What follows belongs to an exercise in optimizing a design on an open flow for small area, a short achievable clock period and few clock cycles per item; a production flow would make more cautious choices.
No functional check of the RTL was part of any run shown here.
Power is estimated from default activity; no workload was simulated.

`flow/constraint.sdc`:
```
create_clock -name core_clock -period 5.0 [get_ports {aclk}]
set_input_delay 1.0000 -clock core_clock [delete_from_list [all_inputs] [get_ports {aclk}]]
set_output_delay 1.0000 -clock core_clock [all_outputs]
set_load 0.01 [all_outputs]
```
`flow/run.sh`:
```
#!/bin/bash
# synth_recipe.tcl (not shown) runs the flow's synth.tcl, then flattens the netlist and writes it again
# the make line also repeats each setting of config.mk as NAME=value (left out here)
make -C /OpenROAD-flow-scripts/flow DESIGN_CONFIG=/design/flow/config.mk WORK_HOME=/design/flow/orfs CLKGATE_MAP_FILE= SYNTH_SCRIPT=/design/flow/synth_recipe.tcl finish
```
`flow/config.mk`:
```
export PLATFORM = sky130hd
export DESIGN_NAME = ansi_escape_sgr_parser
export DESIGN_NICKNAME = ansi_escape_sgr_parser
export VERILOG_FILES = /design/flow/design.v
export SDC_FILE = /design/flow/constraint.sdc
export NUM_CORES = 4
export LEC_CHECK = 0
export ABC_AREA = 1
export CAP_MARGIN = 20
export CORE_MARGIN = 2
export CORE_UTILIZATION = 40
export SETUP_SLACK_MARGIN = 2.5
export SLEW_MARGIN = 20
```
`flow/design.v`:
```
package asgr_pkg;
    localparam logic [7:0] CHAR_BEL  = 8'h07;
    localparam logic [7:0] CHAR_LF   = 8'h0A;
    localparam logic [7:0] CHAR_CR   = 8'h0D;
    localparam logic [7:0] CHAR_ESC  = 8'h1B;
    localparam logic [7:0] CHAR_SEMI = 8'h3B;
    localparam logic [7:0] CHAR_LBRK = 8'h5B;
    localparam logic [7:0] CHAR_RBRK = 8'h5D;
    localparam logic [7:0] CHAR_SGR  = 8'h6D;   
    localparam logic [1:0] KIND_TEXT  = 2'd0;
    localparam logic [1:0] KIND_ERASE = 2'd1;
    localparam logic [1:0] KIND_STYLE = 2'd2;
    localparam int CFG_IDX_W  = 3;
    localparam int CFG_DATA_W = 24;
    localparam logic [51:0] RESET_STYLE = {24'hCCCCCC, 24'h000000, 2'd0, 1'b0, 1'b0};
endpackage
import asgr_pkg::*;
module ansi_escape_sgr_parser #(
    parameter int QD = 3         
) (
    input  logic                  aclk,
    input  logic                  aresetn,
    input  logic                  cfg_wr_en,
    input  logic [CFG_IDX_W-1:0]  cfg_index,
    input  logic [CFG_DATA_W-1:0] cfg_wr_data,
    input  logic                  s_valid,
    output logic                  s_ready,
    input  logic [7:0]            s_byte_in,
    output logic                  m_valid,
    input  logic                  m_ready,
    output logic [1:0]            m_result_kind,
    output logic [7:0]            m_char_code,
    output logic [23:0]           m_text_rgb,
    output logic [23:0]           m_back_rgb,
    output logic [1:0]            m_weight,
    output logic                  m_italic,
    output logic                  m_underline,
    output logic                  m_last
);
    logic [23:0] dflt_text, dflt_back;
    logic [1:0]  dflt_w;
    logic        dflt_i, dflt_u;
    always_ff @(posedge aclk) begin
        if (!aresetn) begin
            {dflt_text, dflt_back, dflt_w, dflt_i, dflt_u} <= RESET_STYLE;
        end else if (cfg_wr_en) begin
            case (cfg_index)
                3'd0: dflt_text <= cfg_wr_data[23:0];
                3'd1: dflt_back <= cfg_wr_data[23:0];
                3'd2: dflt_w    <= cfg_wr_data[1:0];
                3'd3: dflt_i    <= cfg_wr_data[0];
                3'd4: dflt_u    <= cfg_wr_data[0];
                default: ;
            endcase
        end
    end
    logic [7:0] ib;
    logic       ib_m;
    assign ib   = s_byte_in;
    assign ib_m = (s_byte_in == CHAR_SGR);
    logic m_nrm, m_cr, m_esc, m_osc, m_csi;    
    logic lf;
    logic c_emp, c_zero, c_one, c_two, c_three, c_four, c_nine, c_ten, c_fg, c_bg;
    logic [3:0] c_idx;
    logic [23:0] pend_text, pend_back, cur_text, cur_back;
    logic [1:0]  pend_w, cur_w;
    logic        pend_i, pend_u, cur_i, cur_u;
    logic [QD-1:0] qv;
    logic [1:0]    qk [QD];
    logic          qp [QD];          
    logic [7:0]    qc [QD];
    logic ok_nopop, deq, proc;
    assign deq      = qv[0] & m_ready & ~qp[0];
    assign ok_nopop = m_esc | m_osc | (m_csi & ~qv[0]) |
                      ((m_nrm | m_cr) & ~qv[QD-1]);
    assign s_ready = ok_nopop;
    assign proc    = s_valid & s_ready;
    logic is_lf, is_cr, is_esc, is_lbrk, is_rbrk, is_bel, is_semi, is_digit, is_final;
    assign is_lf    = (ib == CHAR_LF);
    assign is_cr    = (ib == CHAR_CR);
    assign is_esc   = (ib == CHAR_ESC);
    assign is_lbrk  = (ib == CHAR_LBRK);
    assign is_rbrk  = (ib == CHAR_RBRK);
    assign is_bel   = (ib == CHAR_BEL);
    assign is_semi  = (ib == CHAR_SEMI);
    assign is_digit = (ib[7:4] == 4'h3) && (ib[3:0] <= 4'd9);
    assign is_final = (ib >= 8'h41 && ib <= 8'h48) || ib == 8'h4A || ib == 8'h4B ||
                      ib == 8'h53 || ib == 8'h54 || ib == 8'h66 || ib == 8'h69 ||
                      ib == 8'h6E || ib == 8'h75 || ib == 8'h73;
    logic [23:0] tok_text, tok_back;
    logic [1:0]  tok_w;
    logic        tok_i, tok_u;
    logic [23:0] pal;
    logic [15:0] c_dec;
    assign c_dec = 16'd1 << c_idx;
    always_comb begin
        pal = '0;
        if (c_dec[0]) pal = pal | 24'h010101;
        if (c_dec[1]) pal = pal | 24'hDE382B;
        if (c_dec[2]) pal = pal | 24'h39B54A;
        if (c_dec[3]) pal = pal | 24'hFFC706;
        if (c_dec[4]) pal = pal | 24'h006FB8;
        if (c_dec[5]) pal = pal | 24'h762671;
        if (c_dec[6]) pal = pal | 24'h2CB5E9;
        if (c_dec[7]) pal = pal | 24'hCCCCCC;
        if (c_dec[8]) pal = pal | 24'h808080;
        if (c_dec[9]) pal = pal | 24'hFF0000;
        if (c_dec[10]) pal = pal | 24'h00FF00;
        if (c_dec[11]) pal = pal | 24'hFFFF00;
        if (c_dec[12]) pal = pal | 24'h0000FF;
        if (c_dec[13]) pal = pal | 24'hFF00FF;
        if (c_dec[14]) pal = pal | 24'h00FFFF;
        if (c_dec[15]) pal = pal | 24'hFFFFFF;
    end
    assign tok_text = c_zero ? dflt_text : c_fg ? pal : pend_text;
    assign tok_back = c_zero ? dflt_back : c_bg ? pal : pend_back;
    assign tok_w    = c_zero ? dflt_w : c_one ? 2'd1 : c_two ? 2'd2 : pend_w;
    assign tok_i    = c_zero ? dflt_i : (c_three | pend_i);
    assign tok_u    = c_zero ? dflt_u : (c_four | pend_u);
    logic       push;
    logic [1:0] push_k;
    logic       push_p;
    logic [7:0] push_c;
    logic n_nrm, n_cr, n_esc, n_osc, n_csi, n_lf;
    logic ld_pend_dflt, ld_pend_tok, ld_cur, cls_clr, cls_dig, cls_bad;
    always_comb begin
        n_nrm = m_nrm; n_cr = m_cr; n_esc = m_esc; n_osc = m_osc; n_csi = m_csi;
        n_lf  = lf;
        push  = 1'b0; push_k = KIND_TEXT; push_p = 1'b0; push_c = ib;
        ld_pend_dflt = 1'b0; ld_pend_tok = 1'b0; ld_cur = 1'b0;
        cls_clr = 1'b0; cls_dig = 1'b0; cls_bad = 1'b0;
        if (m_nrm) begin
            if (is_esc) begin
                n_lf = 1'b0; n_nrm = 1'b0; n_esc = 1'b1;
            end else if (is_cr) begin
                n_nrm = 1'b0; n_cr = 1'b1;
            end else begin
                push = 1'b1;
                if (is_lf) n_lf = 1'b1;
            end
        end
        if (m_cr) begin
            n_cr = 1'b0; n_nrm = 1'b1;
            push = 1'b1;
            if (is_lf) begin
                push_p = 1'b1; n_lf = 1'b1;
            end else if (lf) begin
                push_k = KIND_ERASE; push_p = 1'b1;
            end else begin
                push_k = KIND_ERASE; push_c = 8'd0;
            end
        end
        if (m_esc) begin
            if (is_lbrk) begin
                n_esc = 1'b0; n_csi = 1'b1; ld_pend_dflt = 1'b1; cls_clr = 1'b1;
            end else if (is_rbrk) begin
                n_esc = 1'b0; n_osc = 1'b1;
            end
        end
        if (m_osc) begin
            if (is_bel) begin
                n_osc = 1'b0; n_nrm = 1'b1;
            end
        end
        if (m_csi) begin
            if (is_final) begin
                n_csi = 1'b0; n_nrm = 1'b1;
            end else if (ib_m) begin
                n_csi = 1'b0; n_nrm = 1'b1; ld_cur = 1'b1;
                push = 1'b1; push_k = KIND_STYLE; push_c = 8'd0;
            end else if (is_semi) begin
                ld_pend_tok = 1'b1; cls_clr = 1'b1;
            end else if (is_digit) begin
                cls_dig = 1'b1;
            end else begin
                cls_bad = 1'b1;
            end
        end
    end
    always_ff @(posedge aclk) begin
        if (!aresetn) begin
            m_nrm <= 1'b1; m_cr <= 1'b0; m_esc <= 1'b0; m_osc <= 1'b0; m_csi <= 1'b0;
            lf    <= 1'b0;
            {cur_text, cur_back, cur_w, cur_i, cur_u} <= RESET_STYLE;
        end else if (proc) begin
            m_nrm <= n_nrm; m_cr <= n_cr; m_esc <= n_esc; m_osc <= n_osc; m_csi <= n_csi;
            lf    <= n_lf;
            if (ld_cur) begin
                cur_text <= tok_text; cur_back <= tok_back;
                cur_w <= tok_w; cur_i <= tok_i; cur_u <= tok_u;
            end
        end
    end
    always_ff @(posedge aclk) begin
        if (proc) begin
            if (ld_pend_dflt) begin
                pend_text <= dflt_text; pend_back <= dflt_back;
                pend_w <= dflt_w; pend_i <= dflt_i; pend_u <= dflt_u;
            end else if (ld_pend_tok) begin
                pend_text <= tok_text; pend_back <= tok_back;
                pend_w <= tok_w; pend_i <= tok_i; pend_u <= tok_u;
            end
            if (cls_clr) begin
                {c_emp, c_zero, c_one, c_two, c_three, c_four, c_nine, c_ten, c_fg, c_bg}
                    <= 10'b10_0000_0000;
            end else if (cls_bad) begin
                {c_emp, c_zero, c_one, c_two, c_three, c_four, c_nine, c_ten, c_fg, c_bg}
                    <= 10'b0;
            end else if (cls_dig) begin
                c_emp   <= 1'b0;
                c_zero  <= (c_emp | c_zero) & (ib[3:0] == 4'd0);
                c_one   <= (c_emp | c_zero) & (ib[3:0] == 4'd1);
                c_two   <= (c_emp | c_zero) & (ib[3:0] == 4'd2);
                c_three <= (c_emp | c_zero) & (ib[3:0] == 4'd3);
                c_four  <= (c_emp | c_zero) & (ib[3:0] == 4'd4);
                c_nine  <= (c_emp | c_zero) & (ib[3:0] == 4'd9);
                c_ten   <= c_one & (ib[3:0] == 4'd0);
                c_fg    <= (c_three | c_nine) & ~ib[3];
                c_bg    <= (c_four | c_ten) & ~ib[3];
                c_idx   <= {c_nine | c_ten, ib[2:0]};
            end
        end
    end
    logic          pop;
    logic          dopush;
    logic [QD:0]   va;             
    assign pop    = qv[0] & m_ready;
    assign dopush = proc & push;
    always_comb begin
        for (int i = 0; i <= QD; i++) begin
            if (i == QD)          va[i] = 1'b0;
            else if (deq)         va[i] = (i + 1 < QD) ? qv[(i + 1) % QD] : 1'b0;
            else                  va[i] = qv[i];
        end
    end
    always_ff @(posedge aclk) begin
        if (!aresetn) begin
            qv <= '0;
        end else begin
            for (int i = 0; i < QD; i++) begin
                qv[i] <= va[i] | (dopush & ~va[i] & (i == 0 || va[(i + QD - 1) % QD]));
            end
        end
    end
    always_ff @(posedge aclk) begin
        for (int i = 0; i < QD; i++) begin
            if (dopush & ~va[i] & (i == 0 || va[(i + QD - 1) % QD])) begin
                qk[i] <= push_k; qp[i] <= push_p; qc[i] <= push_c;
            end else if (deq) begin
                if (i + 1 < QD) begin
                    qk[i] <= qk[(i + 1) % QD]; qp[i] <= qp[(i + 1) % QD]; qc[i] <= qc[(i + 1) % QD];
                end
            end else if (i == 0 && pop) begin
                qk[i] <= KIND_TEXT; qp[i] <= 1'b0;
            end
        end
    end
    logic f0d;
    assign f0d           = (qk[0] == KIND_TEXT);
    assign m_valid       = qv[0];
    assign m_result_kind = qk[0];
    assign m_char_code   = qp[0] ? {4'b0, f0d, f0d, 1'b0, f0d} : qc[0];
    assign m_last        = ~qp[0];
    assign m_text_rgb    = cur_text;
    assign m_back_rgb    = cur_back;
    assign m_weight      = cur_w;
    assign m_italic      = cur_i;
    assign m_underline   = cur_u;
endmodule
```
==> results of run 1 <==
-- layout by cell type, fill, tap and decap left out, types with 7 or more instances in the layout --
| master | netlist | layout |
|---|---|---|
| dfxtp_1 | 113 | 110 |
| buf_4 | 5 | 23 |
| o211ai_1 | 14 | 14 |
| o21ai_0 | 203 | 203 |
| clkbuf_16 | 0 | 27 |
| nand3_1 | 57 | 55 |
| a22oi_1 | 10 | 10 |
| inv_2 | 6 | 9 |
| nor2_4 | 1 | 7 |
| a21oi_1 | 100 | 99 |
| clkbuf_2 | 3 | 9 |
| clkbuf_1 | 40 | 8 |
| nand2_1 | 285 | 276 |
| nor2_1 | 140 | 131 |
| clkdlybuf4s50_1 | 0 | 84 |
| nand4_1 | 9 | 9 |
| inv_1 | 72 | 63 |
| edfxtp_1 | 99 | 99 |
-- power by group through the flow --
stage               Sequential (mW)  Combinational [mW]  Clock [mW]
global route                   1.88               0.343        1.82
detailed placement             1.92               0.267           0
CTS                            1.88               0.302        1.75
global placement               1.92               0.265           0
floorplan                      1.91               0.163           0
finish                         1.88               0.309        1.72
-- per-layer routing --
metal  GRT usage  vias up  wire [µm]
met5           0        -          0
met4      0.0643        0        734
met3      0.0318       45       1680
met2       0.331      296      12400
met1       0.297     3965      12700
li1            -     4285          -
-- what timing repair did --
item	in CTS	in global routing
setup endpoints to repair	260	209
gates resized for setup	61	35
pin swaps	9	5
buffers inserted	21	3
cloned	5	0
-- cell families (layout without fill, tap and decap cells) --
family | Yosys count | in the layout
buffers and inverters | 152 | 263
AO/OA/AOI/OAI | 335 | 335
flip-flops | 212 | 212
AND/OR/NAND/NOR | 511 | 513
-- through the flow --
| stage | area (µm²) | hold WS, ps | worst slack, ps |
|---|---|---|---|
| after floorplan | 9820 | 440 | 2230 |
| after global placement | 11000 | 458 | 1070 |
| after detailed placement | 11000 | 461 | 1010 |
| after CTS | 12200 | 477 | 2460 |
| after global routing | 12200 | 497 | 2500 |
| final | 12200 | 469 | 2550 |
-- layout make-up --
class	instances	area share
sequential	212	0.429
multi-input combinational	848	0.334
timing repair buffer	137	0.110
clock buffer	38	0.0611
tap	324	0.0331
inverter	80	0.0300
clock inverter	6	0.00256
timing repair inverter	2	0.00123
-- flip-flops by register name, indices dropped and copies added, names as in the netlist, 2 cells and up --
register / cells
c_idx: 4
cur_back: 24
cur_text: 24
cur_w: 2
dflt_back: 24
dflt_text: 24
dflt_w: 2
pend_back: 24
pend_text: 24
pend_w: 2
qc: 24
qk: 6
qp: 3
qv: 3
-- path summary, 6_finish.rpt --
check | to | cells after the start
worst max-delay path | m_back_rgb[18] | 1
worst min-delay path | dflt_w[1]$_SDFFE_PN0P_ | 2
worst max register to register | pend_text[17]$_DFFE_PP_ | 5
worst min register to register | dflt_w[1]$_SDFFE_PN0P_ | 2
==> impl_metrics.ini, run 1 <==
[synth]
synth.area.mux_share = 0
synth_compound_gate_area_share = 0.180
synth-edff-count = 99
adder_cell_share_of_the_synthesized_area = 0
synth_nets = 1250
synthSimpleGateAreaFrac = 0.217
synth.most_common_cell = nand2_1
synth_largest_area_cell = edfxtp_1
synth_sequential_area_ratio = 0.535
number_of_register_bits_inferred_by_synthesis = 212
syn_avg_cell_area_um2 = 8.08
ys_warn_count = 4
synth_cell_types = 37
gate_count_post_synth = 1210
synth_top_family_by_area = simple AND/OR/NAND/NOR gates
total_standard_cell_area_after_synthesis_um2 = 9780
post-synth-top-area-fraction = 0.304
synth-async-reset-ratio = 0
synth-xor-area-share = 0
synth.top_cells.by_area = edfxtp_1 (30%), dfxtp_1 (23%), nand2_1 (11%)
synthFlopType = dfxtp_1
synth_commonest_cells = nand2_1 (285), o21ai_0 (203), nor2_1 (140)

[setup_path]
setup.worst_path.end_class = output pin
critical_path.max_stage_delay_ps = 560
worst_setup_path_startpoint = cur_back[18]$_SDFFE_PN0P_
setup.worst_path.start_class = flop
crit_type = reg -> out
worst-endpoint-arrival_ps = 1450
critical_path.n_buffers_inverters = 1
top_family_by_delay_on_critical_path = buffers and inverters
cp.required_ps = 4000
timing.reg2reg.setup_slack_ps = 2680
cells_along_the_critical_path = clkdlybuf4s50_1
cp_slowest_cell = clkdlybuf4s50_1
reg_to_reg_critical_path_startpoint = c_fg$_SDFFCE_PP0P_
worst-path-max-fanout = 2

[grt]
grt_pass1_vias = 8143
groute.usage.overall = 0.209
grt_pass1_wl_um = 43400
grt_max_degree = 88
overflow = 0
antenna_found_initial = 0

[placed_design]
gp_congestion = 0.898
hpwlAfterDp_um = 16600
post-place-cells = 1574
portBuffers = 104

[cells_and_area]
final_layout_size_suffix_gt1_frac = 0.107
area_growth_syn_to_layout_pct = 25.1
multiInputGateArea_um2 = 4080
design.final.nets = 1345
utilization = 0.506
diodes = 0
layout.area.seq_um2 = 5240
finalNonFillerCells = 1647
num-fill-cells = 2287

[pwr]
power_frac_seq = 0.480
p_leak_nw = 4.91
switching_power_mw = 0.909
fin_total_pwr_mw = 3.91
combPwrFrac = 0.079
ir_worst_vdd_v = 0.000198
power.internal_mw = 3.00
switching_share = 0.232
power_density_nw_per_um2 = 320
clockPowerShare = 0.441

[drt]
wl_um = 27500
drt-initial-drc-count = 727
drt-pass1-iter-count = 6
final_antenna_net_count = 0
vias = 8591
drc = 0
final_routed_wire_length_divided_by_cell_count_um = 16.7
drt-vias-per-instance = 5.22

[die]
top_level_ports = 105
core_area_um2 = 24200
die_area_um2 = 25700
rows = 57
floorplan.die.height_um = 160
start_util = 0.405
die_w_um = 160

[cts]
insertion_delay_ps = 520
cts_tree = done
number_of_clock_buffers_inserted_by_tritoncts = 24
clock_tree.buffer_depth = 3
ctsHoldBuffers = 0
h-tree-depth = 1
root_buffer = clkbuf_16
clock_sink_count = 212
clkSlewWorstSetupHoldPaths_ps = 60

[sta]
final-hold-violation-count = 0
tightestPinTransition_ps = 943
fmax_mhz = 408
fin_tns_setup_ps = 0
finalClockSkew_ps = 13.2
slew_headroom = 0.372
final_max_slew_viol_count = 0
rsz0062_at_grt = false
final_period_minus_worst_setup_slack_ps = 2450
final_min_period_over_clock_period = 0.491
finalSetupViolCount = 0

[hold_path]
worst_hold_class = reg -> reg
hold_start = dflt_w[1]$_SDFFE_PN0P_

[run]
maxCapViolCount = 0

[outcome]
outcome = no timing/DRC/antenna violations
==> run 2: changes to the inputs <==
--- a/flow/config.mk
+++ b/flow/config.mk
@@ -5,7 +5,6 @@
 export SDC_FILE = /design/flow/constraint.sdc
 export NUM_CORES = 4
 export LEC_CHECK = 0
-export ABC_AREA = 1
 export CAP_MARGIN = 20
 export CORE_MARGIN = 2
 export CORE_UTILIZATION = 40
==> run 2 against run 1 <==
Still clean. Critical path depth increased by 2. Worst setup slack worse by 150 ps. Sequential share of layout area shrank 2.0 points. Area after synthesis up 1.5%. Synthesized cell count fell by 8.3%. Final cell count fell by 5.5%. Sequential power about the same. Die area grew 1.5%. Hold slack worse by 19 ps. Critical path type unchanged. Critical endpoint is now s_ready. Largest power group is now the clock network.
==> impl_metrics.ini, run 2 <==
[outcome]
outcome = no timing/DRC/antenna violations

[grt]
grt_pass1_wl_um = 44900
grt_pass1_vias = 8116
antenna_found_initial = 0
groute.usage.overall = 0.217
overflow = 0
grt_max_degree = 50

[drt]
final_antenna_net_count = 0
drt-initial-drc-count = 623
drt-vias-per-instance = 5.46
drt-pass1-iter-count = 5
final_routed_wire_length_divided_by_cell_count_um = 18.8
vias = 8499
drc = 0
wl_um = 29300

[sta]
final_period_minus_worst_setup_slack_ps = 2610
finalClockSkew_ps = 9.09
final-hold-violation-count = 0
final_max_slew_viol_count = 0
tightestPinTransition_ps = 935
worst_hold_slack_ps = 449
final_min_period_over_clock_period = 0.521
rsz0062_at_grt = true
fin_tns_setup_ps = 0
fmax_mhz = 384
finalSetupViolCount = 0
slew_headroom = 0.377

[cells_and_area]
finalNonFillerCells = 1556
final_layout_size_suffix_gt1_frac = 0.172
commonest_non_fill_non_tap_cells_in_the_layout = nand2_1 (173), nor2_1 (134), a21oi_1 (129)
design.final.nets = 1254
diodes = 0
area_growth_syn_to_layout_pct = 29.3
final_common_cell = nand2_1

[cts]
clock_sink_count = 212
number_of_clock_buffers_inserted_by_tritoncts = 24
cts_tree = done
clkSlewWorstSetupHoldPaths_ps = 60
root_buffer = clkbuf_16
h-tree-depth = 1
clock_tree.buffer_depth = 3
insertion_delay_ps = 520
ctsHoldBuffers = 0

[hold_path]
hold_start = cur_text[4]$_SDFFE_PN0P_
worst_hold_class = reg -> reg
min_to = cur_text[4]$_SDFFE_PN0P_
whs_path_depth = 2

[die]
top_level_ports = 105
die_area_um2 = 26100
die_w_um = 162
rows = 57
core_area_um2 = 24300
start_util = 0.408
floorplan.die.height_um = 162

[pwr]
power_density_nw_per_um2 = 312
ir_worst_vdd_v = 0.000198
p_leak_nw = 4.65

[setup_path]
setup.worst_path.start_class = flop
cp.required_ps = 4000
crit_type = reg -> out
worst-path-max-fanout = 2
critical_path.reg2reg.endpoint = cur_text[13]$_SDFFE_PN0P_
r2r.worst_path.cells = 5
reg_to_reg_critical_path_startpoint = c_idx[3]$_DFFE_PP_
worst-endpoint-arrival_ps = 1610
setup.worst_path.end_class = output pin
timing.reg2reg.setup_slack_ps = 2690

[synth]
synthFlopType = dfxtp_1
synth_largest_area_cell = edfxtp_1
ys_warn_count = 4
post-synth-top-area-fraction = 0.299
synth_cell_types = 62
syn_avg_cell_area_um2 = 8.95
total_standard_cell_area_after_synthesis_um2 = 9930
gate_count_post_synth = 1110
synth_commonest_cells = nand2_1 (174), nor2_1 (142), a21oi_1 (132)
number_of_register_bits_inferred_by_synthesis = 212
synth_sequential_area_ratio = 0.527
synth.top_cells.by_area = edfxtp_1 (30%), dfxtp_1 (23%), a21oi_1 (6.7%)
synth-edff-count = 99
synth.most_common_cell = nand2_1
synth_nets = 1150
synth-async-reset-ratio = 0

[placed_design]
portBuffers = 104
post-place-cells = 1474
hpwlAfterDp_um = 17600
gp_congestion = 0.823

[run]
maxCapViolCount = 0
run 2: cell count changes after synthesis, moves of 9 or more:
cell and change:
a211oi_1 +26, a21oi_1 +32, a31oi_1 +13, and2_1 +17, clkbuf_1 +31, inv_1 -54, mux2_2 +24, mux2i_1 +11
nand2_1 -111, nand2b_1 +13, nand3_1 -30, nor2b_1 +25, nor3_1 +9, o21ai_0 -145
run 2: critical path, cell delays in order, from the launching register on:
cell and delay, ps:
dfxtp_4 340, and2b_2 210, or3_4 400, buf_6 130
run 2: cells by family (layout without fill, tap and decap cells):
| family | count (synthesis) | in the layout | share of synthesized area |
|---|---|---|---|
| AO/OA/AOI/OAI | 301 | 302 | 0.184 |
| multiplexers | 35 | 35 | 0.0383 |
| flip-flops | 212 | 212 | 0.527 |
| buffers and inverters | 99 | 216 | 0.0385 |
| AND/OR/NAND/NOR | 463 | 467 | 0.212 |
run 2: worst max path at each step:
stage	from	end	slack, ps	cells past startpoint
floorplan	s_byte_in[3]	c_bg$_SDFFCE_PP0P_	2140	6
global placement	s_byte_in[2]	qv[1]$_SDFF_PN0_	1150	7
detailed placement	s_byte_in[2]	qv[1]$_SDFF_PN0_	1090	7
CTS	s_valid	qp[0]$_DFFE_PP_	2370	5
global route	qv[0]$_SDFF_PN0_	s_ready	2360	3
finish	qv[0]$_SDFF_PN0_	s_ready	2390	3
run 2: layout make-up:
| class | count | area, µm² |
|---|---|---|
| inverters | 18 | 67.6 |
| well taps | 324 | 405 |
| multi-input cells | 804 | 4780 |
| clock buffers | 34 | 731 |
| fillers | 2229 | 11500 |
| clock inverters | 10 | 128 |
| flip-flops and latches | 212 | 5250 |
| repair buffers | 154 | 1480 |
run 2: power breakdown:
group	leakage, nW	switching (mW)	internal (mW)	total, mW
Clock	0.428	0.714	1.17	1.88
Sequential	1.82	0.0148	1.84	1.85
Combinational	2.40	0.147	0.119	0.266
Total	4.65	0.876	3.13	4.00
run 2: layer usage:
layer	wire length, µm	vias up	share of wire	GRT usage
met2	13400	298	0.46	0.354
met3	1700	59	0.058	0.0311
met1	13300	3979	0.46	0.303
met5	0	-	0	0
met4	826	0	0.028	0.0584
li1	-	4163	-	-
run 2: repair_timing:
item / 4_1_cts / 5_1_grt
gates cloned: 4 / 1
resized for setup: 130 / 42
buffers inserted: 21 / 12
setup endpoints to repair: 253 / 145
pin swaps: 19 / 16
run 2: through the flow:
step | total power [mW] | setup WS (ps) | util | instance area, µm²
4_1_cts | 4.02 | 2370 | 0.521 | 12700
3_5_place_dp | 2.12 | 1090 | 0.467 | 11400
3_3_place_gp | 2.11 | 1150 | 0.466 | 11300
6_report | 4.00 | 2390 | 0.528 | 12800
5_1_grt | 4.13 | 2360 | 0.528 | 12800
2_1_floorplan | 2.01 | 2140 | - | 10100
==> run 3: changes to the inputs <==
--- a/flow/design.v
+++ b/flow/design.v
@@ -66,15 +66,16 @@
     logic [1:0]  pend_w, cur_w;
     logic        pend_i, pend_u, cur_i, cur_u;
     logic [QD-1:0] qv;
-    logic [1:0]    qk [QD];
+    logic [1:0]    qk [QD];          
     logic          qp [QD];          
     logic [7:0]    qc [QD];
-    logic ok_nopop, deq, proc;
-    assign deq      = qv[0] & m_ready & ~qp[0];
-    assign ok_nopop = m_esc | m_osc | (m_csi & ~qv[0]) |
-                      ((m_nrm | m_cr) & ~qv[QD-1]);
-    assign s_ready = ok_nopop;
-    assign proc    = s_valid & s_ready;
+    logic [1:0]    q0_kind;          
+    logic [7:0]    q0_char, q0_sec;
+    logic          q0_last;
+    logic deq, proc, rdy;
+    assign deq     = qv[0] & m_ready & q0_last;
+    assign s_ready = rdy;
+    assign proc    = s_valid & rdy;
     logic is_lf, is_cr, is_esc, is_lbrk, is_rbrk, is_bel, is_semi, is_digit, is_final;
     assign is_lf    = (ib == CHAR_LF);
     assign is_cr    = (ib == CHAR_CR);
@@ -224,6 +225,8 @@
     logic          pop;
     logic          dopush;
     logic [QD:0]   va;             
+    logic [QD-1:0] wr;
+    logic [QD-1:0] qvn;
     assign pop    = qv[0] & m_ready;
     assign dopush = proc & push;
     always_comb begin
@@ -232,35 +235,63 @@
             else if (deq)         va[i] = (i + 1 < QD) ? qv[(i + 1) % QD] : 1'b0;
             else                  va[i] = qv[i];
         end
-    end
+        for (int i = 0; i < QD; i++) begin
+            wr[i]  = dopush & ~va[i] & (i == 0 || va[(i + QD - 1) % QD]);
+            qvn[i] = va[i] | wr[i];
+        end
+    end
+    logic nm_nrm, nm_cr, nm_esc, nm_osc, nm_csi;
+    assign nm_nrm = proc ? n_nrm : m_nrm;
+    assign nm_cr  = proc ? n_cr  : m_cr;
+    assign nm_esc = proc ? n_esc : m_esc;
+    assign nm_osc = proc ? n_osc : m_osc;
+    assign nm_csi = proc ? n_csi : m_csi;
     always_ff @(posedge aclk) begin
         if (!aresetn) begin
-            qv <= '0;
+            qv  <= '0;
+            rdy <= 1'b1;
         end else begin
-            for (int i = 0; i < QD; i++) begin
-                qv[i] <= va[i] | (dopush & ~va[i] & (i == 0 || va[(i + QD - 1) % QD]));
-            end
-        end
-    end
-    always_ff @(posedge aclk) begin
-        for (int i = 0; i < QD; i++) begin
-            if (dopush & ~va[i] & (i == 0 || va[(i + QD - 1) % QD])) begin
+            qv  <= qvn;
+            rdy <= nm_esc | nm_osc | (nm_csi & ~qvn[0]) | ((nm_nrm | nm_cr) & ~qvn[QD-1]);
+        end
+    end
+    always_ff @(posedge aclk) begin
+        for (int i = 1; i < QD; i++) begin
+            if (wr[i]) begin
                 qk[i] <= push_k; qp[i] <= push_p; qc[i] <= push_c;
             end else if (deq) begin
                 if (i + 1 < QD) begin
                     qk[i] <= qk[(i + 1) % QD]; qp[i] <= qp[(i + 1) % QD]; qc[i] <= qc[(i + 1) % QD];
                 end
-            end else if (i == 0 && pop) begin
-                qk[i] <= KIND_TEXT; qp[i] <= 1'b0;
-            end
-        end
-    end
-    logic f0d;
-    assign f0d           = (qk[0] == KIND_TEXT);
+            end
+        end
+    end
+    logic [1:0] h_k;
+    logic       h_p;
+    logic [7:0] h_c;
+    always_comb begin
+        if (wr[0]) begin
+            h_k = push_k; h_p = push_p; h_c = push_c;
+        end else begin
+            h_k = qk[1 % QD]; h_p = qp[1 % QD]; h_c = qc[1 % QD];
+        end
+    end
+    always_ff @(posedge aclk) begin
+        if (wr[0] | deq) begin
+            q0_kind <= h_k;
+            q0_last <= ~h_p;
+            q0_char <= h_p ? {4'b0, h_k == KIND_TEXT, h_k == KIND_TEXT, 1'b0, h_k == KIND_TEXT} : h_c;
+            q0_sec  <= h_c;
+        end else if (pop) begin
+            q0_kind <= KIND_TEXT;
+            q0_last <= 1'b1;
+            q0_char <= q0_sec;
+        end
+    end
     assign m_valid       = qv[0];
-    assign m_result_kind = qk[0];
-    assign m_char_code   = qp[0] ? {4'b0, f0d, f0d, 1'b0, f0d} : qc[0];
-    assign m_last        = ~qp[0];
+    assign m_result_kind = q0_kind;
+    assign m_char_code   = q0_char;
+    assign m_last        = q0_last;
     assign m_text_rgb    = cur_text;
     assign m_back_rgb    = cur_back;
     assign m_weight      = cur_w;
--- a/flow/config.mk
+++ b/flow/config.mk
@@ -5,8 +5,9 @@
 export SDC_FILE = /design/flow/constraint.sdc
 export NUM_CORES = 4
 export LEC_CHECK = 0
+export ABC_AREA = 1
 export CAP_MARGIN = 20
 export CORE_MARGIN = 2
 export CORE_UTILIZATION = 40
-export SETUP_SLACK_MARGIN = 2.5
+export SETUP_SLACK_MARGIN = 3.2
 export SLEW_MARGIN = 20
==> run 3 against run 2 <==
Still clean on timing, DRC and antenna. Clock skew grew 2.3 ps. Count of clock-buffer cells in the layout grew 6. Global-route usage grew 3.5 points. Non-clock buffer count grew 107. Area after synthesis grew 0.86%. Hold slack gained 23 ps. Clock power shrank 5%. Utilization grew 11 points. Die area grew 0.84%. Final cell count grew 16%. Power grew 7.6%. Via count grew 18%. Critical endpoint is now pend_back[5]$_DFFE_PP_. Highest routed layer unchanged.
==> impl_metrics.ini, run 3 <==
[synth]
ys_warn_count = 4
synth-async-reset-ratio = 0
adder_cell_share_of_the_synthesized_area = 0
total_standard_cell_area_after_synthesis_um2 = 10000
synth.top_cells.by_area = edfxtp_1 (32%), dfxtp_1 (23%), nand2_1 (10%)
synthSimpleGateAreaFrac = 0.195
synth_cell_types = 35
synth_compound_gate_area_share = 0.190
synth_top_family_by_area = simple AND/OR/NAND/NOR gates
synthFlopType = dfxtp_1
synth_largest_area_cell = edfxtp_1
synth-edff-count = 107
synth_commonest_cells = nand2_1 (267), o21ai_0 (180), nor2_1 (136)
number_of_register_bits_inferred_by_synthesis = 221
post-synth-top-area-fraction = 0.321
syn_avg_cell_area_um2 = 8.26
synth_sequential_area_ratio = 0.549
synth.most_common_cell = nand2_1
synth_nets = 1253
gate_count_post_synth = 1213
synth.area.mux_share = 0
synth-xor-area-share = 0

[placed_design]
portBuffers = 104
placement.cell_area_um2 = 11500
hpwlAfterDp_um = 17800
gp_congestion = 0.874

[hold_path]
hold_start = cur_u$_SDFFE_PN0P_
worst_hold_class = reg -> reg
whs_path_depth = 2

[setup_path]
worst_setup_path_startpoint = s_byte_in[5]
worst-endpoint-arrival_ps = 2500
r2r.worst_path.cells = 9
worst-path-max-fanout = 7
cells_along_the_critical_path = buf_12 -> inv_16 -> nand2_8 -> nor2_4 -> inv_2 -> nor3_4 -> buf_12 -> inv_8 -> a21oi_4 -> buf_6 -> buf_6 -> buf_8 -> buf_16
timing.reg2reg.setup_slack_ps = 2800
cp_slowest_cell = nor3_4
crit_type = in -> reg
critical_path.reg2reg.endpoint = pend_back[5]$_DFFE_PP_
critical_path.endpoint = pend_back[5]$_DFFE_PP_
critical_path.max_stage_delay_ps = 220
cp.required_ps = 5250
setup.worst_path.end_class = flop
reg_to_reg_critical_path_startpoint = m_esc$_SDFF_PN0_
setup.worst_path.start_class = primary input

[cts]
insertion_delay_ps = 530
cts_tree = done
number_of_clock_buffers_inserted_by_tritoncts = 25
root_buffer = clkbuf_16
clock_sink_count = 221
clkSlewWorstSetupHoldPaths_ps = 60
clock_tree.buffer_depth = 3
h-tree-depth = 1

[cells_and_area]
commonest_non_fill_non_tap_cells_in_the_layout = nand2_1 (175), edfxtp_1 (107), buf_6 (107)
final_common_cell = nand2_1
diodes = 0
utilization = 0.640
stdcell_area_um2 = 15700
area_growth_syn_to_layout_pct = 56.4
final_layout_size_suffix_gt1_frac = 0.408
design.final.nets = 1496
num-fill-cells = 1915

[pwr]
ir_worst_vdd_v = 0.000205
combPwrFrac = 0.126
power_density_nw_per_um2 = 275
power.internal_mw = 3.23
power_frac_seq = 0.460
p_leak_nw = 6.38
switching_share = 0.252
clockPowerShare = 0.414
fin_total_pwr_mw = 4.31
switching_power_mw = 1.09

[sta]
fmax_mhz = 443
final_max_slew_viol_count = 0
tightestPinTransition_ps = 464
final_min_period_over_clock_period = 0.451
worst_hold_slack_ps = 472
slew_headroom = 0.688
final-hold-violation-count = 0
fin_tns_setup_ps = 0
rsz0062_at_grt = true
final_period_minus_worst_setup_slack_ps = 2260
finalClockSkew_ps = 11.4
finalSetupViolCount = 0

[die]
rows = 57
die_area_um2 = 26300
floorplan.die.height_um = 162
die_w_um = 162
core_area_um2 = 24500
start_util = 0.410
top_level_ports = 105

[grt]
grt_pass1_wl_um = 52000
grt_util_met3 = 0.0449
overflow = 0
grt_pass1_vias = 9381
antenna_found_initial = 0
gr-usage-met2 = 0.423
grt_max_degree = 85
global_route.peak_usage_layer = met2
groute.layer.met1.usage = 0.327
groute.usage.overall = 0.252

[drt]
final_routed_wire_length_divided_by_cell_count_um = 20.5
drc = 0
wl_um = 36900
vias = 10032
drt-pass1-iter-count = 8
drt-vias-per-instance = 5.58
drt-initial-drc-count = 1070
final_antenna_net_count = 0

[run]
maxCapViolCount = 0

[outcome]
outcome = no timing/DRC/antenna violations
==> run 3: cell count changes after synthesis, moves of 18 or more <==
cell and change:
nand2_1 +93, nor2b_1 -25, and2_1 -18, inv_1 +80, a22oi_1 +26, nand3_1 +21
o21ai_0 +122, a21oi_1 -35, a211oi_1 -26, mux2_2 -24
==> run 3: per-stage QoR <==
step           setup WS (ps)  cells
5_1_grt                 2710   1799
3_5_place_dp            1110   1588
2_1_floorplan           2110   1213
3_3_place_gp            1190   1588
4_1_cts                 2870   1749
6_report                2740   1799
==> run 3: layout make-up <==
type	instances	area (µm²)	share of cell area
Clock buffer	40	753	0.0481
Clock inverter	6	40.0	0.00256
Inverter	107	572	0.0365
Multi-Input combinational cell	833	5130	0.327
Sequential cell	221	5570	0.356
Tap cell	324	405	0.0259
Timing Repair Buffer	261	3120	0.199
Timing Repair inverter	7	70.1	0.00447
==> run 3: how the worst min path moves through the flow <==
stage	end	slack (ps)
global route	cur_text[7]$_SDFFE_PN1P_	500
CTS	dflt_back[22]$_SDFFE_PN0P_	480
finish	cur_u$_SDFFE_PN0P_	470
detailed placement	cur_text[7]$_SDFFE_PN1P_	470
floorplan	dflt_i$_SDFFE_PN0P_	440
global placement	dflt_back[22]$_SDFFE_PN0P_	450
==> run 3: repair_timing <==
action / 4_1_cts / 5_1_grt
buffers inserted: 86 / 36
pin swaps: 33 / 71
setup endpoints to repair: 385 / 350
cloned: 29 / 14
resized for setup: 634 / 283
hold buffers: 0 / 0
==> run 3: power groups by stage <==
stage	Combinational (mW)	Sequential, mW	Clock, mW
after floorplan	0.196	2.02	0
after global placement	0.321	2.02	0
after detailed placement	0.326	2.02	0
after CTS	0.423	1.98	1.79
after global routing	0.579	1.99	1.87
final	0.544	1.98	1.78
==> run 3: routing by layer <==
| metal | routed length, µm | vias to the layer above | share of wire |
|---|---|---|---|
| met5 | 0 | - | 0 |
| met4 | 1550 | 0 | 0.042 |
| met3 | 2990 | 116 | 0.081 |
| met2 | 17800 | 474 | 0.48 |
| met1 | 14600 | 4810 | 0.40 |
| li1 | - | 4632 | - |
==> run 3: critical path, delay by kind of cell <==
family	cells	cell delay, ps
AO/OA/AOI/OAI	1	170
buffers and inverters	9	920
AND/OR/NAND/NOR	3	390
==> run 3: cells by family after synthesis <==
logic type,count (synthesis)
AND/OR/NAND/NOR,475
buffers and inverters,172
flip-flops,221
AO/OA/AOI/OAI,345
==> run 4: changes to the inputs <==
--- a/flow/config.mk
+++ b/flow/config.mk
@@ -9,5 +9,5 @@
 export CAP_MARGIN = 20
 export CORE_MARGIN = 2
 export CORE_UTILIZATION = 40
-export SETUP_SLACK_MARGIN = 3.2
+export SETUP_SLACK_MARGIN = 2.5
 export SLEW_MARGIN = 20
==> run 4 against run 3 <==
Still clean on timing, DRC and antenna. Critical path depth down 12. Clock skew is 6.8 ps higher. Count of clock-buffer cells in the layout fell by 1. First-iteration DRC count down 32%. Worst setup slack worse by 240 ps. Sequential share of layout area is 7.3 points higher. Die area stayed put. Non-clock buffer count decreased by 109. Global-route usage fell by 4.6 points. Power shrank 3.4%. Utilization decreased by 12 points. Largest cell class unchanged. Largest power group unchanged.
==> impl_metrics.ini, run 4 <==
[drt]
drt-pass1-iter-count = 5
drc = 0
final_antenna_net_count = 0
vias = 8709
final_routed_wire_length_divided_by_cell_count_um = 16.9
drt-initial-drc-count = 731
wl_um = 28200
drt-vias-per-instance = 5.21

[setup_path]
worst-endpoint-arrival_ps = 1490
r2r.worst_path.cells = 4
cp.required_ps = 4000
setup.worst_path.end_class = output pin
crit_type = reg -> out
setup.worst_path.start_class = flop
top_family_by_delay_on_critical_path = buffers and inverters
critical_path.max_stage_delay_ps = 570
critical_path.n_buffers_inverters = 1
worst-path-max-fanout = 2
cp_slowest_cell = clkdlybuf4s50_1
cells_along_the_critical_path = clkdlybuf4s50_1
timing.reg2reg.setup_slack_ps = 2610
cp_num_cells = 1

[synth]
gate_count_post_synth = 1213
synth_cell_types = 35
synth_commonest_cells = nand2_1 (267), o21ai_0 (180), nor2_1 (136)
synth.top_cells.by_area = edfxtp_1 (32%), dfxtp_1 (23%), nand2_1 (10%)
synth-async-reset-ratio = 0
synth_nets = 1253
total_standard_cell_area_after_synthesis_um2 = 10000
synth.most_common_cell = nand2_1
synthFlopType = dfxtp_1
number_of_register_bits_inferred_by_synthesis = 221
ys_warn_count = 4
synth-edff-count = 107
post-synth-top-area-fraction = 0.321
synth_sequential_area_ratio = 0.549
synth_largest_area_cell = edfxtp_1
syn_avg_cell_area_um2 = 8.26

[cts]
root_buffer = clkbuf_16
clkSlewWorstSetupHoldPaths_ps = 60
number_of_clock_buffers_inserted_by_tritoncts = 25
ctsHoldBuffers = 0
cts_tree = done
insertion_delay_ps = 530
h-tree-depth = 1
clock_sink_count = 221
clock_tree.buffer_depth = 3

[cells_and_area]
diodes = 0
utilization = 0.524
final_layout_size_suffix_gt1_frac = 0.117
num-fill-cells = 2292
commonest_non_fill_non_tap_cells_in_the_layout = nand2_1 (257), o21ai_0 (178), nor2_1 (128)
final_common_cell = nand2_1
area_growth_syn_to_layout_pct = 27.9
design.final.nets = 1369

[sta]
fin_ws_ps = 2510
fmax_mhz = 401
fin_tns_setup_ps = 0
final_max_slew_viol_count = 0
final-hold-violation-count = 0
rsz0062_at_grt = true
final_min_period_over_clock_period = 0.499
finalClockSkew_ps = 18.2
finalSetupViolCount = 0
slew_headroom = 0.526
final_period_minus_worst_setup_slack_ps = 2490
tightestPinTransition_ps = 710

[die]
die_area_um2 = 26300
core_area_um2 = 24500
floorplan.die.height_um = 162
top_level_ports = 105
rows = 57
die_w_um = 162
start_util = 0.410

[pwr]
ir_worst_vdd_v = 0.000236
p_leak_nw = 5.11
power_density_nw_per_um2 = 325

[grt]
groute.usage.overall = 0.206
antenna_found_initial = 0
grt_pass1_wl_um = 43300
grt_pass1_vias = 8082
grt_max_degree = 84
overflow = 0

[hold_path]
worst_hold_class = reg -> reg
whs_path_depth = 2

[run]
maxCapViolCount = 0

[outcome]
outcome = no timing/DRC/antenna violations

[placed_design]
portBuffers = 104
gp_congestion = 0.908
hpwlAfterDp_um = 17900
dpl_worst_slack_ps = 821
## run 4: cell counts after synthesis
No cell type changed its count.
## run 4: final timing paths
kind / startpoint / end
max: cur_text[3]$_SDFFE_PN1P_ / m_text_rgb[3]
min: dflt_u$_SDFFE_PN0P_ / dflt_u$_SDFFE_PN0P_
max reg2reg: c_zero$_SDFFCE_PN0P_ / pend_back[7]$_DFFE_PP_
min reg2reg: dflt_u$_SDFFE_PN0P_ / dflt_u$_SDFFE_PN0P_
## run 4: layout make-up
type,count,area (µm²),area share
Clock buffer,39,771,0.0601
Multi-Input combinational cell,821,4050,0.316
Inverter,107,452,0.0352
Clock inverter,6,53.8,0.00420
Sequential cell,221,5500,0.429
Tap cell,324,405,0.0316
Timing Repair inverter,1,7.51,0.000586
Timing Repair Buffer,152,1580,0.124
## run 4: cell families (layout without fill, tap and decap cells)
| group | Yosys count | count (layout) | share of synthesized area |
|---|---|---|---|
| flip-flops | 221 | 221 | 0.549 |
| AO/OA/AOI/OAI | 345 | 345 | 0.190 |
| AND/OR/NAND/NOR | 475 | 476 | 0.195 |
| buffers and inverters | 172 | 305 | 0.0667 |
## run 4: metrics by stage
stage	power, mW	std cells	area (µm²)	hold WS (ps)
global placement	2.32	1589	11400	459
floorplan	2.20	1213	10100	440
global route	4.30	1671	12800	492
finish	4.16	1671	12800	475
CTS	4.18	1658	12700	478
detailed placement	2.33	1589	11400	468
## run 4: metal layers
metal / vias to the layer above / routed length [µm] / GRT usage
li1: 4344 / - / -
met1: 4071 / 12600 / 0.281
met2: 258 / 13400 / 0.348
met3: 36 / 1600 / 0.0230
met4: 0 / 610 / 0.0595
met5: - / 0 / 0
## run 4: power by group
group          switching [mW]  internal [mW]
registers              0.0201           1.96
logic                   0.208          0.146
clock network           0.723           1.11
## run 4: timing repair
action	in CTS	in global routing
gates cloned	5	2
resized for setup	47	18
buffers inserted	19	11
pin swaps	7	7
setup endpoints to repair	254	114
==> run 5: changes to the inputs <==
--- a/flow/design.v
+++ b/flow/design.v
@@ -60,8 +60,21 @@
     assign ib_m = (s_byte_in == CHAR_SGR);
     logic m_nrm, m_cr, m_esc, m_osc, m_csi;    
     logic lf;
-    logic c_emp, c_zero, c_one, c_two, c_three, c_four, c_nine, c_ten, c_fg, c_bg;
+    localparam logic [3:0] C_EMPTY = 4'd5;
+    localparam logic [3:0] C_OTHER = 4'd6;
+    logic [1:0] c_col;
     logic [3:0] c_idx;
+    logic c_emp, c_zero, c_one, c_two, c_three, c_four, c_nine, c_ten, c_fg, c_bg;
+    assign c_fg    = c_col[0];
+    assign c_bg    = c_col[1];
+    assign c_emp   = (c_col == 2'd0) && (c_idx == C_EMPTY);
+    assign c_zero  = (c_col == 2'd0) && (c_idx == 4'd0);
+    assign c_one   = (c_col == 2'd0) && (c_idx == 4'd1);
+    assign c_two   = (c_col == 2'd0) && (c_idx == 4'd2);
+    assign c_three = (c_col == 2'd0) && (c_idx == 4'd3);
+    assign c_four  = (c_col == 2'd0) && (c_idx == 4'd4);
+    assign c_nine  = (c_col == 2'd0) && (c_idx == 4'd9);
+    assign c_ten   = (c_col == 2'd0) && (c_idx == 4'd10);
     logic [23:0] pend_text, pend_back, cur_text, cur_back;
     logic [1:0]  pend_w, cur_w;
     logic        pend_i, pend_u, cur_i, cur_u;
@@ -202,23 +215,21 @@
                 pend_w <= tok_w; pend_i <= tok_i; pend_u <= tok_u;
             end
             if (cls_clr) begin
-                {c_emp, c_zero, c_one, c_two, c_three, c_four, c_nine, c_ten, c_fg, c_bg}
-                    <= 10'b10_0000_0000;
+                c_col <= 2'd0; c_idx <= C_EMPTY;
             end else if (cls_bad) begin
-                {c_emp, c_zero, c_one, c_two, c_three, c_four, c_nine, c_ten, c_fg, c_bg}
-                    <= 10'b0;
+                c_col <= 2'd0; c_idx <= C_OTHER;
             end else if (cls_dig) begin
-                c_emp   <= 1'b0;
-                c_zero  <= (c_emp | c_zero) & (ib[3:0] == 4'd0);
-                c_one   <= (c_emp | c_zero) & (ib[3:0] == 4'd1);
-                c_two   <= (c_emp | c_zero) & (ib[3:0] == 4'd2);
-                c_three <= (c_emp | c_zero) & (ib[3:0] == 4'd3);
-                c_four  <= (c_emp | c_zero) & (ib[3:0] == 4'd4);
-                c_nine  <= (c_emp | c_zero) & (ib[3:0] == 4'd9);
-                c_ten   <= c_one & (ib[3:0] == 4'd0);
-                c_fg    <= (c_three | c_nine) & ~ib[3];
-                c_bg    <= (c_four | c_ten) & ~ib[3];
-                c_idx   <= {c_nine | c_ten, ib[2:0]};
+                if (c_emp | c_zero) begin
+                    c_col <= 2'd0;
+                    c_idx <= (ib[3:0] >= 4'd5 && ib[3:0] <= 4'd8) ? C_OTHER : ib[3:0];
+                end else if (c_one & (ib[3:0] == 4'd0)) begin
+                    c_col <= 2'd0; c_idx <= 4'd10;
+                end else if ((c_three | c_nine | c_four | c_ten) & ~ib[3]) begin
+                    c_col <= {c_four | c_ten, c_three | c_nine};
+                    c_idx <= {c_nine | c_ten, ib[2:0]};
+                end else begin
+                    c_col <= 2'd0; c_idx <= C_OTHER;
+                end
             end
         end
     end
--- a/flow/config.mk
+++ b/flow/config.mk
@@ -9,5 +9,5 @@
 export CAP_MARGIN = 20
 export CORE_MARGIN = 2
 export CORE_UTILIZATION = 40
-export SETUP_SLACK_MARGIN = 2.5
+export SETUP_SLACK_MARGIN = 3.2
 export SLEW_MARGIN = 20
==> run 5 against run 4 <==
Still clean on timing, DRC and antenna. Global-route usage is 7.8 points higher. Utilization is 15 points higher. Die area is 1.1% lower. Non-clock buffer count is 148 higher. Via count is 21% higher. Clock skew is 1.4 ps higher. Power is 1.2% higher. Area after synthesis is 1.2% lower. Count of clock-buffer cells in the layout is 3 higher. Critical path depth is 10 higher. Largest power group unchanged. Highest routed layer unchanged.
==> impl_metrics.ini, run 5 <==
[outcome]
outcome = no timing/DRC/antenna violations

[cts]
insertion_delay_ps = 540
clock_tree.buffer_depth = 3
clkSlewWorstSetupHoldPaths_ps = 60
number_of_clock_buffers_inserted_by_tritoncts = 24
root_buffer = clkbuf_16
h-tree-depth = 1
cts_tree = done
clock_sink_count = 213

[synth]
synth_top_family_by_area = simple AND/OR/NAND/NOR gates
synth_commonest_cells = nand2_1 (321), o21ai_0 (179), nor2_1 (154)
synth.top_cells.by_area = edfxtp_1 (30%), dfxtp_1 (23%), nand2_1 (12%)
synth_compound_gate_area_share = 0.170
synth-async-reset-ratio = 0
adder_cell_share_of_the_synthesized_area = 0
synth_nets = 1290
post-synth-top-area-fraction = 0.300
synth_cell_types = 33
synth_largest_area_cell = edfxtp_1
synth-edff-count = 99
syn_avg_cell_area_um2 = 7.92
synth-xor-area-share = 0
ys_warn_count = 4
synthFlopType = dfxtp_1
synth.area.mux_share = 0
gate_count_post_synth = 1250
synth.most_common_cell = nand2_1
synth_sequential_area_ratio = 0.531
number_of_register_bits_inferred_by_synthesis = 213
total_standard_cell_area_after_synthesis_um2 = 9900
synthSimpleGateAreaFrac = 0.234

[drt]
vias = 10534
final_routed_wire_length_divided_by_cell_count_um = 21.4
drt-pass1-iter-count = 5
drc = 0
drt-vias-per-instance = 5.65
final_antenna_net_count = 0
drt-initial-drc-count = 1145
wl_um = 40000

[pwr]
power_density_nw_per_um2 = 258
p_leak_nw = 6.73
power.internal_mw = 3.14
fin_total_pwr_mw = 4.21
clockPowerShare = 0.414
switching_share = 0.255
switching_power_mw = 1.08
combPwrFrac = 0.132
power_frac_seq = 0.454
ir_worst_vdd_v = 0.000223

[setup_path]
top_family_by_delay_on_critical_path = buffers and inverters
setup.worst_path.end_class = flop
cp.required_ps = 5230
r2r.worst_path.cells = 10
cp_slowest_cell = a21oi_4
cells_along_the_critical_path = buf_8 -> clkinv_8 -> nand2_8 -> buf_6 -> nor2_4 -> nand3_4 -> a21oi_4 -> buf_4 -> buf_6 -> buf_8 -> buf_16
critical_path.reg2reg.endpoint = pend_text[22]$_DFFE_PP_
worst-path-max-fanout = 7
worst-endpoint-arrival_ps = 2390
critical_path.n_buffers_inverters = 7
worst_setup_path_startpoint = s_byte_in[7]
reg_to_reg_critical_path_startpoint = c_idx[1]$_SDFFCE_PP0P_
setup.worst_path.start_class = primary input
critical_path.max_stage_delay_ps = 250
crit_type = in -> reg
timing.reg2reg.setup_slack_ps = 2910

[sta]
fmax_mhz = 463
fin_tns_setup_ps = 0
slew_headroom = 0.607
final-hold-violation-count = 0
rsz0062_at_grt = true
finalClockSkew_ps = 19.5
tightestPinTransition_ps = 584
worst_hold_slack_ps = 470
final_min_period_over_clock_period = 0.432
final_period_minus_worst_setup_slack_ps = 2160
finalSetupViolCount = 0
final_max_slew_viol_count = 0

[die]
top_level_ports = 105
core_area_um2 = 24300
start_util = 0.407
rows = 57
die_w_um = 161
floorplan.die.height_um = 161
die_area_um2 = 26000

[run]
maxCapViolCount = 0

[grt]
overflow = 0
groute.usage.overall = 0.285
grt_max_degree = 57
grt_pass1_wl_um = 57200
grt_pass1_vias = 9975
antenna_found_initial = 1

[cells_and_area]
commonest_non_fill_non_tap_cells_in_the_layout = nand2_1 (254), nor2_1 (111), buf_4 (100)
design.final.nets = 1563
utilization = 0.672
num-fill-cells = 1808
area_growth_syn_to_layout_pct = 65.2
final_common_cell = nand2_1
final_layout_size_suffix_gt1_frac = 0.422

[hold_path]
hold_start = cur_text[19]$_SDFFE_PN1P_
min_to = cur_text[19]$_SDFFE_PN1P_
worst_hold_class = reg -> reg
whs_path_depth = 2

[placed_design]
portBuffers = 104
hpwlAfterDp_um = 18100
gp_congestion = 0.872
## run 5: cell types whose count changed in the layout (fill, tap and decap cells not counted), moves of 25 or more
cell | before | now
a21oi_1 | 95 | 47
a22oi_1 | 34 | 0
buf_16 | 1 | 27
buf_4 | 33 | 100
buf_6 | 4 | 92
clkdlybuf4s50_1 | 94 | 24
dfxtp_1 | 114 | 60
dfxtp_2 | 0 | 51
inv_1 | 89 | 53
nand2_2 | 8 | 39
nand2_4 | 4 | 29
nor2_4 | 7 | 38
o21ai_0 | 178 | 88
o21ai_1 | 0 | 71
## run 5: power by group through the flow
stage	Sequential [mW]	Clock [mW]	Combinational [mW]
after floorplan	1.95	0	0.212
after global placement	1.95	0	0.344
after detailed placement	1.95	0	0.347
after CTS	1.91	1.75	0.463
after global routing	1.92	1.83	0.590
final	1.91	1.75	0.555
## run 5: stage by stage
stage          worst slack [ps]  cell area (µm²)  cells
2_1_floorplan              2200            10300   1250
3_3_place_gp               1270            11400   1620
3_5_place_dp               1170            11400   1620
4_1_cts                    2850            15000   1816
5_1_grt                    2790            16400   1866
6_report                   2840            16400   1866
## run 5: metal layers
| metal | vias to the layer above | wire [µm] | GRT usage |
|---|---|---|---|
| met1 | 5049 | 15200 | 0.359 |
| met5 | - | 0 | 0 |
| met2 | 543 | 19500 | 0.490 |
| met3 | 137 | 3450 | 0.0457 |
| met4 | 0 | 1920 | 0.113 |
| li1 | 4805 | - | - |
## run 5: how the worst max path moves through the flow
stage,to,cells past startpoint
after floorplan,pend_back[0]$_DFFE_PP_,5
after global placement,cur_back[8]$_SDFFE_PN0P_,10
after detailed placement,cur_text[21]$_SDFFE_PN0P_,10
after CTS,q0_char[7]$_DFFE_PP_,14
after global routing,q0_char[0]$_DFFE_PP_,14
final,pend_text[20]$_DFFE_PP_,11
## run 5: logic make-up after synthesis
logic type | Yosys count
buffers and inverters | 160
AO/OA/AOI/OAI | 313
flip-flops | 213
AND/OR/NAND/NOR | 564
## run 5: what timing repair did
item,4_1_cts,5_1_grt
gates cloned,41,7
resized for setup,723,234
buffers inserted,111,42
hold buffers,0,0
setup endpoints to repair,376,340
pin swaps,69,60
## run 5: worst reg2reg max path, delay by kind of cell, from the launching register on
kind	cells	cell delay [ps]
DFF	1	540
and+or+nand+nor	3	510
buffers and inverters	4	420
AOI/OAI and AO/OA	3	380
## run 5: final cells by class
class | count | area [µm²] | share of cell area
flip-flops and latches | 213 | 5330 | 0.326
well taps | 324 | 405 | 0.0248
diodes | 1 | 2.50 | 0.000153
repair buffers | 300 | 3640 | 0.223
clock inverters | 2 | 21.3 | 0.00130
inverters | 91 | 526 | 0.0321
multi-input cells | 886 | 5590 | 0.342
clock buffers | 42 | 761 | 0.0465
repair inverters | 7 | 72.6 | 0.00444
==> run 6: changes to the inputs <==
--- a/flow/config.mk
+++ b/flow/config.mk
@@ -11,3 +11,4 @@
 export CORE_UTILIZATION = 40
 export SETUP_SLACK_MARGIN = 3.2
 export SLEW_MARGIN = 20
+export TNS_END_PERCENT = 0
==> run 6 against run 5 <==
Largest power group unchanged. Utilization is 12 points lower. Area after synthesis stayed put. Sequential share of layout area is 6.8 points higher. Critical path type unchanged. Largest cell class is now sequential cells. Flip-flop and latch count stayed put. Wire length is 24% lower. Hold slack worse by 5.1 ps. Combinational power is about 20% lower. Critical endpoint is now q0_char[4]$_DFFE_PP_. Synthesized cell count stayed put. Fmax hardly changed. Non-clock buffer count is 91 lower. Still clean.
==> impl_metrics.ini, run 6 <==
[synth]
synth_commonest_cells = nand2_1 (321), o21ai_0 (179), nor2_1 (154)
synth_largest_area_cell = edfxtp_1
synth-async-reset-ratio = 0
synthFlopType = dfxtp_1
syn_avg_cell_area_um2 = 7.92
synth_nets = 1290
ys_warn_count = 4
total_standard_cell_area_after_synthesis_um2 = 9900
synth.most_common_cell = nand2_1
synth_sequential_area_ratio = 0.531
synth_cell_types = 33
synth-edff-count = 99
post-synth-top-area-fraction = 0.300
gate_count_post_synth = 1250
number_of_register_bits_inferred_by_synthesis = 213
synth.top_cells.by_area = edfxtp_1 (30%), dfxtp_1 (23%), nand2_1 (12%)

[grt]
grt_pass1_vias = 8493
overflow = 0
grt_pass1_wl_um = 46300
antenna_found_initial = 1
grt_max_degree = 77
groute.usage.overall = 0.222

[setup_path]
setup.worst_path.start_class = primary input
crit_type = in -> reg
critical_path.n_buffers_inverters = 4
reg_to_reg_critical_path_startpoint = c_col[1]$_SDFFCE_PP0P_
cells_along_the_critical_path = buf_6 -> inv_4 -> nand2_4 -> nor2_4 -> nand2_4 -> nor2_8 -> nand2_8 -> buf_12 -> buf_4 -> a21oi_1 -> nand2_1 -> nand2_1 -> nand3_1 -> nand2_1
cp.required_ps = 5370
timing.reg2reg.setup_slack_ps = 2990
critPathMostFrequentCell = nand2_1
worst_setup_path_startpoint = s_byte_in[1]
critical_path.max_stage_delay_ps = 190
setup.worst_path.end_class = flop
top_family_by_delay_on_critical_path = simple AND/OR/NAND/NOR gates
worst-path-max-fanout = 8
cp_slowest_cell = a21oi_1
worst-endpoint-arrival_ps = 2530

[pwr]
switching_share = 0.243
clockPowerShare = 0.415
switching_power_mw = 0.977
power.internal_mw = 3.05
ir_worst_vdd_v = 0.000236
p_leak_nw = 5.62
power_frac_seq = 0.475
combPwrFrac = 0.110
power_density_nw_per_um2 = 302

[drt]
final_antenna_net_count = 0
drt-vias-per-instance = 5.23
drt-initial-drc-count = 918
wl_um = 30400
drc = 0
final_routed_wire_length_divided_by_cell_count_um = 17.3
vias = 9213
drt-pass1-iter-count = 6

[sta]
final_max_slew_viol_count = 0
final_min_period_over_clock_period = 0.432
fin_tns_setup_ps = 0
rsz0062_at_grt = true
slew_headroom = 0.519
tightestPinTransition_ps = 714
worst_hold_slack_ps = 465
final_period_minus_worst_setup_slack_ps = 2160
finalClockSkew_ps = 12.7
final-hold-violation-count = 0
finalSetupViolCount = 0
fmax_mhz = 463

[die]
die_area_um2 = 26000
die_w_um = 161
start_util = 0.407
floorplan.die.height_um = 161
top_level_ports = 105
rows = 57
core_area_um2 = 24300

[run]
maxCapViolCount = 0

[placed_design]
hpwlAfterDp_um = 17600
gp_congestion = 0.895
portBuffers = 104

[hold_path]
worst_hold_class = reg -> reg
hold_start = dflt_back[4]$_SDFFE_PN0P_

[cts]
clkSlewWorstSetupHoldPaths_ps = 60
h-tree-depth = 1
clock_tree.buffer_depth = 3
root_buffer = clkbuf_16
number_of_clock_buffers_inserted_by_tritoncts = 23
clock_sink_count = 213
insertion_delay_ps = 510
cts_tree = done

[cells_and_area]
num-fill-cells = 2213
design.final.nets = 1461
commonest_non_fill_non_tap_cells_in_the_layout = nand2_1 (286), o21ai_0 (153), nor2_1 (139)
layout.area.seq_um2 = 5260
diodes = 0
final_layout_size_suffix_gt1_frac = 0.221
multiInputGateArea_um2 = 4580
area_growth_syn_to_layout_pct = 34.8
final_common_cell = nand2_1

[outcome]
outcome = no timing/DRC/antenna violations
run 6: cell counts after synthesis:
Identical to the previous run, type by type.
run 6: power groups by stage:
stage	clock (mW)	combinational [mW]	sequential, mW
2_1_floorplan	0	0.183	1.95
4_1_cts	1.70	0.403	1.91
5_1_grt	1.77	0.483	1.91
3_3_place_gp	0	0.319	1.95
3_5_place_dp	0	0.321	1.95
6_report	1.67	0.445	1.91
run 6: kinds of logic after synthesis:
logic type,share of synthesized area
AO/OA/AOI/OAI,0.170
buffers and inverters,0.0648
flip-flops,0.531
AND/OR/NAND/NOR,0.234
run 6: routing by layer:
metal	GRT usage	part of all wire	vias to the layer above	routed length, µm
met5	0	0	-	0
met4	0.0507	0.020	0	593
met3	0.0334	0.065	43	1980
met2	0.364	0.47	305	14300
met1	0.310	0.45	4316	13600
li1	-	-	4549	-
run 6: cell type report:
type / instances / share of cell area
Clock inverter: 7 / 0.00441
Inverter: 91 / 0.0321
Timing Repair inverter: 2 / 0.00112
Multi-Input combinational cell: 881 / 0.343
Clock buffer: 34 / 0.0507
Tap cell: 324 / 0.0304
Sequential cell: 213 / 0.394
Timing Repair Buffer: 209 / 0.144
run 6: metrics by stage:
| stage | cells | instance area [µm²] | power, mW | setup slack, ps | utilization |
|---|---|---|---|---|---|
| 6_report | 1761 | 13300 | 4.03 | 2840 | 0.549 |
| 4_1_cts | 1737 | 12900 | 4.01 | 2870 | 0.529 |
| 3_5_place_dp | 1624 | 11200 | 2.27 | 1200 | 0.461 |
| 3_3_place_gp | 1624 | 11200 | 2.26 | 1230 | 0.461 |
| 2_1_floorplan | 1250 | 9950 | 2.13 | 2200 | - |
| 5_1_grt | 1761 | 13300 | 4.17 | 2790 | 0.549 |
run 6: path summary, 6_finish.rpt:
path / endpoint / cells past startpoint
setup reg to reg: pend_back[19]$_DFFE_PP_ / 10
setup / recovery: q0_char[4]$_DFFE_PP_ / 14
hold reg to reg: dflt_back[4]$_SDFFE_PN0P_ / 2
hold / removal: dflt_back[4]$_SDFFE_PN0P_ / 2
run 6: tightest hold or removal path, cell delays in order (launching register included):
cell and delay (ps):
dfxtp_1 290, inv_1 70, a21oi_1 60
run 6: timing repair:
| action | 4_1_cts | 5_1_grt |
|---|---|---|
| buffers inserted | 65 | 20 |
| cloned | 7 | 4 |
| setup endpoints to repair | 376 | 372 |
| hold buffers | 0 | 0 |
| pin swaps | 31 | 36 |
| gates resized for setup | 260 | 162 |

-- re-timing with driven ports --
The flow's constraints put no driver on any port. The routed layouts listed below were extracted and timed again, unchanged, in two steps.
Step 1 sets driving cells, clkbuf_16 on the clock port and buf_2 on the other inputs (assumed; they add their load-dependent delay and slew).
Step 2 times the ports against the registers' clock, not the clock port: input delays grow and output delays shrink by t, the midpoint of the rising clock arrivals with the driver on.
a / b / c = ideal ports / drivers / drivers and shift; a / b = the first two.
| run | t (ns) | setup WS [ns] | hold slack, ns | cell pins on the clock port's net |
|---|---|---|---|---|
| run 1 | 0.557 | 2.546 / 2.500 / 2.055 | 0.469 / 0.469 / 0.469 | 1 |
| run 2 | 0.564 | 2.394 / 2.347 / 1.895 | 0.449 / 0.449 / 0.449 | 1 |
| run 3 | 0.573 | 2.744 / 2.746 / 2.173 | 0.472 / 0.472 / 0.472 | 1 |
| run 4 | 0.565 | 2.507 / 2.461 / 2.022 | 0.475 / 0.475 / 0.475 | 1 |
| run 5 | 0.578 | 2.840 / 2.854 / 2.276 | 0.470 / 0.470 / 0.470 | 1 |
| run 6 | 0.552 | 2.840 / 2.853 / 2.302 | 0.465 / 0.465 / 0.465 | 1 |
After both steps setup and hold are still met in every run listed. For run 3, which loses most, drivers alone change the setup slack by +0.002 ns; drivers and shift together by -0.571 ns.
